This is an optimization exercise on Yosys and OpenROAD, whose aim is a short achievable clock period and few clock cycles, not a production implementation. Function was checked by simulation only, so behaviour that the tests miss may differ from the original.

==> flow/design.v <==
package reconstrutor_caminho_pkg;
  localparam int unsigned ADDR_WIDTH_PADRAO = 8;
  localparam int unsigned GRADE_LADO        = 8;
  localparam int unsigned MAX_PASSOS_PADRAO = GRADE_LADO * GRADE_LADO;
  function automatic integer largura_passos(input integer max_passos);
    largura_passos = $clog2(max_passos + 1);
  endfunction
endpackage
module rc_ao22i (
  input  logic a0,
  input  logic b0,
  input  logic a1,
  input  logic b1,
  output logic y
);
  assign y = !((a0 && b0) || (a1 && b1));
endmodule
module rc_nand2 (
  input  logic a,
  input  logic b,
  output logic y
);
  assign y = !(a && b);
endmodule
module rc_nor2 (
  input  logic a,
  input  logic b,
  output logic y
);
  assign y = !(a || b);
endmodule
module rc_seleciona #(
  parameter int unsigned N = 256
) (
  input  logic [N-1:0] s,
  input  logic [N-1:0] d,
  output logic         y
);
  localparam int unsigned L = $clog2(N);
  logic [N-2:0] v;
  for (genvar i = 0; i < N / 2; i++) begin : g_folha
    rc_ao22i u (.a0(s[2*i]), .b0(d[2*i]), .a1(s[2*i+1]), .b1(d[2*i+1]), .y(v[i]));
  end
  for (genvar k = 1; k < L; k++) begin : g_nivel
    for (genvar i = 0; i < (N >> (k + 1)); i++) begin : g_no
      if (k % 2 == 1) begin : g_e
        rc_nand2 u (.a(v[N - (N >> (k - 1)) + 2*i]), .b(v[N - (N >> (k - 1)) + 2*i + 1]),
                    .y(v[N - (N >> k) + i]));
      end else begin : g_ou
        rc_nor2 u (.a(v[N - (N >> (k - 1)) + 2*i]), .b(v[N - (N >> (k - 1)) + 2*i + 1]),
                   .y(v[N - (N >> k) + i]));
      end
    end
  end
  assign y = v[N - 2];
endmodule
module reconstrutor_caminho
#(
  parameter int unsigned ADDR_WIDTH   = reconstrutor_caminho_pkg::ADDR_WIDTH_PADRAO,
  parameter int unsigned MAX_PASSOS   = reconstrutor_caminho_pkg::MAX_PASSOS_PADRAO,
  parameter int unsigned PASSOS_WIDTH = reconstrutor_caminho_pkg::largura_passos(MAX_PASSOS)
) (
  input  logic                    clk,
  input  logic                    rst,
  input  logic                    anterior_wr_en_in,
  input  logic [ADDR_WIDTH-1:0]   anterior_wr_addr_in,
  input  logic [ADDR_WIDTH-1:0]   anterior_wr_data_in,
  input  logic                    iniciar_in,
  input  logic [ADDR_WIDTH-1:0]   fonte_in,
  input  logic [ADDR_WIDTH-1:0]   destino_in,
  input  logic                    ordem_direta_in,
  output logic [ADDR_WIDTH-1:0]   caminho_data_out,
  output logic                    caminho_valid_out,
  input  logic                    caminho_ready_in,
  output logic                    caminho_ultimo_out,
  output logic                    ocupado_out,
  output logic                    pronto_out,
  output logic                    erro_out,
  output logic [PASSOS_WIDTH-1:0] comprimento_out
);
  localparam int unsigned AW = ADDR_WIDTH;
  localparam int unsigned NN = 2 ** ADDR_WIDTH;
  localparam int unsigned PW = PASSOS_WIDTH;
  localparam int unsigned HW = AW / 2;
  localparam int unsigned LW = AW - HW;
  logic          r_ocupado;
  logic          r_livre;       
  logic          r_andando;     
  logic          r_direta;
  logic [AW-1:0] r_fonte;
  logic [AW-1:0] r_atual;
  logic [NN-1:0] r_oh;          
  logic [PW-1:0] r_passos;      
  logic          r_valid;
  logic          r_vazio;       
  logic          r_ultimo;
  logic [AW-1:0] r_dado;
  logic [PW-1:0] r_idx;         
  logic          r_pronto;
  logic          r_erro;
  logic [PW-1:0] r_comprimento;
  logic [AW-1:0] r_caminho [MAX_PASSOS+1];
  logic [NN-1:0][AW-1:0] r_tabela;
  logic [NN-1:0]         w_morto;
  logic                  w_escreve;
  logic [NN-1:0]         w_wa_oh;
  assign w_escreve = r_livre && anterior_wr_en_in;
  for (genvar y = 0; y < NN; y++) begin : g_ent
    assign w_wa_oh[y] = (anterior_wr_addr_in[AW-1:LW] == HW'(y >> LW)) &&
                        (anterior_wr_addr_in[LW-1:0] == LW'(y));
    always_ff @(posedge clk) begin
      if (w_escreve && w_wa_oh[y]) begin
        r_tabela[y] <= anterior_wr_data_in;
      end
    end
    assign w_morto[y] = (r_tabela[y] == AW'(y));
  end
  logic [AW-1:0] w_prox;
  logic [NN-1:0] w_prox_oh;
  for (genvar y = 0; y < NN; y++) begin : g_dec
    assign w_prox_oh[y] = (w_prox[AW-1:LW] == HW'(y >> LW)) &&
                          (w_prox[LW-1:0] == LW'(y));
  end
  logic [AW-1:0] w_pred;        
  for (genvar b = 0; b < AW; b++) begin : g_le
    logic [NN-1:0] w_col;
    for (genvar y = 0; y < NN; y++) begin : g_y
      assign w_col[y] = r_tabela[y][b];
    end
    rc_seleciona #(.N(NN)) u_le (.s(r_oh), .d(w_col), .y(w_pred[b]));
  end
  logic w_fonte, w_fim_morto;   
  assign w_fonte     = (r_atual == r_fonte);
  logic w_atual_morto;
  rc_seleciona #(.N(NN)) u_morto (.s(r_oh), .d(w_morto), .y(w_atual_morto));
  assign w_fim_morto = w_atual_morto || (r_passos == PW'(MAX_PASSOS));
  logic w_avanca;               
  assign w_avanca = r_vazio || caminho_ready_in;
  assign w_prox = r_livre ? destino_in : w_pred;
  always_ff @(posedge clk) begin
    if (r_livre || (r_andando && (r_direta || w_avanca))) begin
      r_oh    <= w_prox_oh;
      r_atual <= w_prox;
    end
  end
  always_ff @(posedge clk) begin
    r_pronto <= 1'b0;
    if (rst) begin
      r_ocupado     <= 1'b0;
      r_livre       <= 1'b1;
      r_andando     <= 1'b0;
      r_valid       <= 1'b0;
      r_vazio       <= 1'b1;
      r_erro        <= 1'b0;
      r_comprimento <= '0;
    end else if (r_livre) begin
      if (iniciar_in) begin
        r_ocupado <= 1'b1;
        r_livre   <= 1'b0;
        r_andando <= 1'b1;
        r_direta  <= ordem_direta_in;
        r_fonte   <= fonte_in;
        r_passos  <= '0;
      end
    end else if (r_andando && r_direta) begin
      r_caminho[r_passos] <= r_atual;
      r_passos <= r_passos + PW'(1);
      r_dado   <= r_fonte;
      r_ultimo <= (r_passos == '0);
      r_idx    <= r_passos - PW'(1);
      if (w_fonte) begin
        r_andando     <= 1'b0;
        r_valid       <= 1'b1;
        r_vazio       <= 1'b0;
        r_erro        <= 1'b0;
        r_comprimento <= r_passos + PW'(1);
      end else if (w_fim_morto) begin
        r_andando <= 1'b0;
        r_erro    <= 1'b1;
        r_ocupado <= 1'b0;
        r_livre   <= 1'b1;
      end
    end else if (r_andando) begin
      if (w_avanca) begin
        r_dado   <= r_atual;
        r_ultimo <= w_fonte;
        r_passos <= r_passos + PW'(1);
        if (w_fonte) begin
          r_andando     <= 1'b0;
          r_valid       <= 1'b1;
          r_vazio       <= 1'b0;
          r_erro        <= 1'b0;
          r_comprimento <= r_passos + PW'(1);
        end else if (w_fim_morto) begin
          r_andando <= 1'b0;
          r_valid   <= 1'b0;
          r_vazio   <= 1'b1;
          r_erro    <= 1'b1;
          r_ocupado <= 1'b0;
          r_livre   <= 1'b1;
        end else begin
          r_valid <= 1'b1;
          r_vazio <= 1'b0;
        end
      end
    end else if (caminho_ready_in) begin
      if (r_ultimo) begin
        r_valid   <= 1'b0;
        r_vazio   <= 1'b1;
        r_ocupado <= 1'b0;
        r_livre   <= 1'b1;
        r_pronto  <= 1'b1;
      end else begin
        r_dado   <= r_caminho[r_idx];
        r_ultimo <= (r_idx == '0);
        r_idx    <= r_idx - PW'(1);
      end
    end
  end
  assign caminho_data_out   = r_dado;
  assign caminho_valid_out  = r_valid;
  assign caminho_ultimo_out = r_ultimo;
  assign ocupado_out        = r_ocupado;
  assign pronto_out         = r_pronto;
  assign erro_out           = r_erro;
  assign comprimento_out    = r_comprimento;
endmodule
==> flow/config.mk <==
export PLATFORM = sky130hd
export DESIGN_NAME = reconstrutor_caminho
export DESIGN_NICKNAME = reconstrutor_caminho
export VERILOG_FILES = /design/flow/design.v
export SDC_FILE = /design/flow/constraint.sdc
export NUM_CORES = 4
export LEC_CHECK = 0
export ABC_CLOCK_PERIOD_IN_PS = 2000
export CAP_MARGIN = 20
export CORE_MARGIN = 2
export CORE_UTILIZATION = 65
export PLACE_DENSITY = 0.75
export SETUP_SLACK_MARGIN = 3.5
export SLEW_MARGIN = 20
export SYNTH_HIERARCHICAL = 1
export SYNTH_MINIMUM_KEEP_SIZE = 0
==> flow/constraint.sdc <==
create_clock -name core_clock -period 6.0 [get_ports {clk}]
set_input_delay 1.2000 -clock core_clock [delete_from_list [all_inputs] [get_ports {clk}]]
set_output_delay 1.2000 -clock core_clock [all_outputs]
set_load 0.01 [all_outputs]
run.sh (not shown) runs the stock make flow with config.mk's settings and CLKGATE_MAP_FILE= SYNTH_SCRIPT=/design/flow/synth_recipe.tcl, a recipe that flattens the netlist after the stock synthesis.
Testbench counts at the start, summed over its fixed seeds: cycles 53,266.
Change:
--- a/flow/design.v
+++ b/flow/design.v
@@ -15,4 +15,13 @@
 );
   assign y = !((a0 && b0) || (a1 && b1));
+endmodule
+module rc_ao22 (
+  input  logic a0,
+  input  logic b0,
+  input  logic a1,
+  input  logic b1,
+  output logic y
+);
+  assign y = (a0 && b0) || (a1 && b1);
 endmodule
 module rc_nand2 (
@@ -100,4 +109,5 @@
   logic          r_erro;
   logic [PW-1:0] r_comprimento;
+  logic [PW-1:0] r_len;         
   logic [AW-1:0] r_caminho [MAX_PASSOS+1];
   logic [NN-1:0][AW-1:0] r_tabela;
@@ -118,8 +128,4 @@
   logic [AW-1:0] w_prox;
   logic [NN-1:0] w_prox_oh;
-  for (genvar y = 0; y < NN; y++) begin : g_dec
-    assign w_prox_oh[y] = (w_prox[AW-1:LW] == HW'(y >> LW)) &&
-                          (w_prox[LW-1:0] == LW'(y));
-  end
   logic [AW-1:0] w_pred;        
   for (genvar b = 0; b < AW; b++) begin : g_le
@@ -131,5 +137,7 @@
   end
   logic w_fonte, w_fim_morto;   
-  assign w_fonte     = (r_atual == r_fonte);
+  logic w_pred_fonte;           
+  assign w_fonte      = (r_atual == r_fonte);
+  assign w_pred_fonte = (w_pred == r_fonte);
   logic w_atual_morto;
   rc_seleciona #(.N(NN)) u_morto (.s(r_oh), .d(w_morto), .y(w_atual_morto));
@@ -137,10 +145,22 @@
   logic w_avanca;               
   assign w_avanca = r_vazio || caminho_ready_in;
-  assign w_prox = r_livre ? destino_in : w_pred;
+  logic          w_segue;
+  logic [AW-1:0] w_outro;
+  assign w_segue = !r_livre && !(r_andando && !r_direta && !w_avanca);
+  assign w_outro = r_livre ? destino_in : r_atual;
+  assign w_prox  = w_segue ? w_pred : w_outro;
+  logic [NN-1:0] w_pred_oh;
+  logic [NN-1:0] w_outro_oh;
+  for (genvar y = 0; y < NN; y++) begin : g_sel
+    assign w_pred_oh[y]  = (w_pred[AW-1:LW] == HW'(y >> LW)) &&
+                           (w_pred[LW-1:0] == LW'(y));
+    assign w_outro_oh[y] = (w_outro[AW-1:LW] == HW'(y >> LW)) &&
+                           (w_outro[LW-1:0] == LW'(y));
+    rc_ao22 u_sel (.a0(w_segue), .b0(w_pred_oh[y]), .a1(!w_segue), .b1(w_outro_oh[y]),
+                   .y(w_prox_oh[y]));
+  end
   always_ff @(posedge clk) begin
-    if (r_livre || (r_andando && (r_direta || w_avanca))) begin
-      r_oh    <= w_prox_oh;
-      r_atual <= w_prox;
-    end
+    r_oh    <= w_prox_oh;
+    r_atual <= w_prox;
   end
   always_ff @(posedge clk) begin
@@ -167,15 +187,14 @@
       r_passos <= r_passos + PW'(1);
       r_dado   <= r_fonte;
-      r_ultimo <= (r_passos == '0);
-      r_idx    <= r_passos - PW'(1);
-      if (w_fonte) begin
-        r_andando     <= 1'b0;
-        r_valid       <= 1'b1;
-        r_vazio       <= 1'b0;
-        r_erro        <= 1'b0;
-        r_comprimento <= r_passos + PW'(1);
+      r_ultimo <= w_fonte;
+      r_idx    <= r_passos;
+      r_len    <= w_fonte ? PW'(1) : r_passos + PW'(2);
+      r_erro   <= w_fim_morto && !w_fonte;
+      if (w_fonte || (!w_fim_morto && w_pred_fonte)) begin
+        r_andando <= 1'b0;
+        r_valid   <= 1'b1;
+        r_vazio   <= 1'b0;
       end else if (w_fim_morto) begin
         r_andando <= 1'b0;
-        r_erro    <= 1'b1;
         r_ocupado <= 1'b0;
         r_livre   <= 1'b1;
@@ -186,4 +205,5 @@
         r_ultimo <= w_fonte;
         r_passos <= r_passos + PW'(1);
+        r_len    <= r_passos + PW'(1);
         if (w_fonte) begin
           r_andando     <= 1'b0;
@@ -191,5 +211,4 @@
           r_vazio       <= 1'b0;
           r_erro        <= 1'b0;
-          r_comprimento <= r_passos + PW'(1);
         end else if (w_fim_morto) begin
           r_andando <= 1'b0;
@@ -211,4 +230,5 @@
         r_livre   <= 1'b1;
         r_pronto  <= 1'b1;
+        r_comprimento <= r_len;
       end else begin
         r_dado   <= r_caminho[r_idx];
After rerunning: Via count increases by 6.0%. Synthesized area increases by 1.5%. Clock skew decreases by 3.8 ps. Wire length increases by 6.7%. Design area increases by 0.37%. Fmax increases by 8.0%. Non-clock buffer count decreases by 394. Synthesized cell count increases by 10%. Worst hold slack got worse by 62 ps. Worst setup slack improved by 250 ps. Global-route usage increases by 1.6 points. Die area increases by 1.5%.
Testbench counts after the change, summed over its fixed seeds: cycles 52,800.

## static timing again, ports no longer ideal
In the flow no input, the clock included, has a driving cell. The finished layouts below were timed again as built, in two steps. Step 1 (the two cells are an assumption about what drives the block):
set clk [get_ports {clk}]
set_driving_cell -lib_cell sky130_fd_sc_hd__clkbuf_16 $clk
set_driving_cell -lib_cell sky130_fd_sc_hd__buf_2 [delete_from_list [all_inputs] $clk]
Step 2 times the ports against the registers' clock, not the clock port: input delays grow and output delays shrink by t, the midpoint of the rising clock arrivals with the driver on. a / b / c = no drivers / after step 1 / after step 2; a / b = the first two.
| run | t (ns) | setup slack, ns | hold slack, ns | worst setup path after step 2 | worst data-port slew with drivers (ns) |
|---|---|---|---|---|---|
| the first run | 1.041 | 2.574 / 2.574 / 2.077 | 0.532 / 0.532 / 0.532 | input to register | 0.11 |
| the second run | 1.019 | 2.829 / 2.829 / 2.194 | 0.470 / 0.470 / 0.470 | input to register | 0.18 |
After both steps setup and hold are still met in every run listed. For the second run, which loses most, drivers alone change the setup slack by 0.000 ns; drivers and shift together by -0.635 ns.
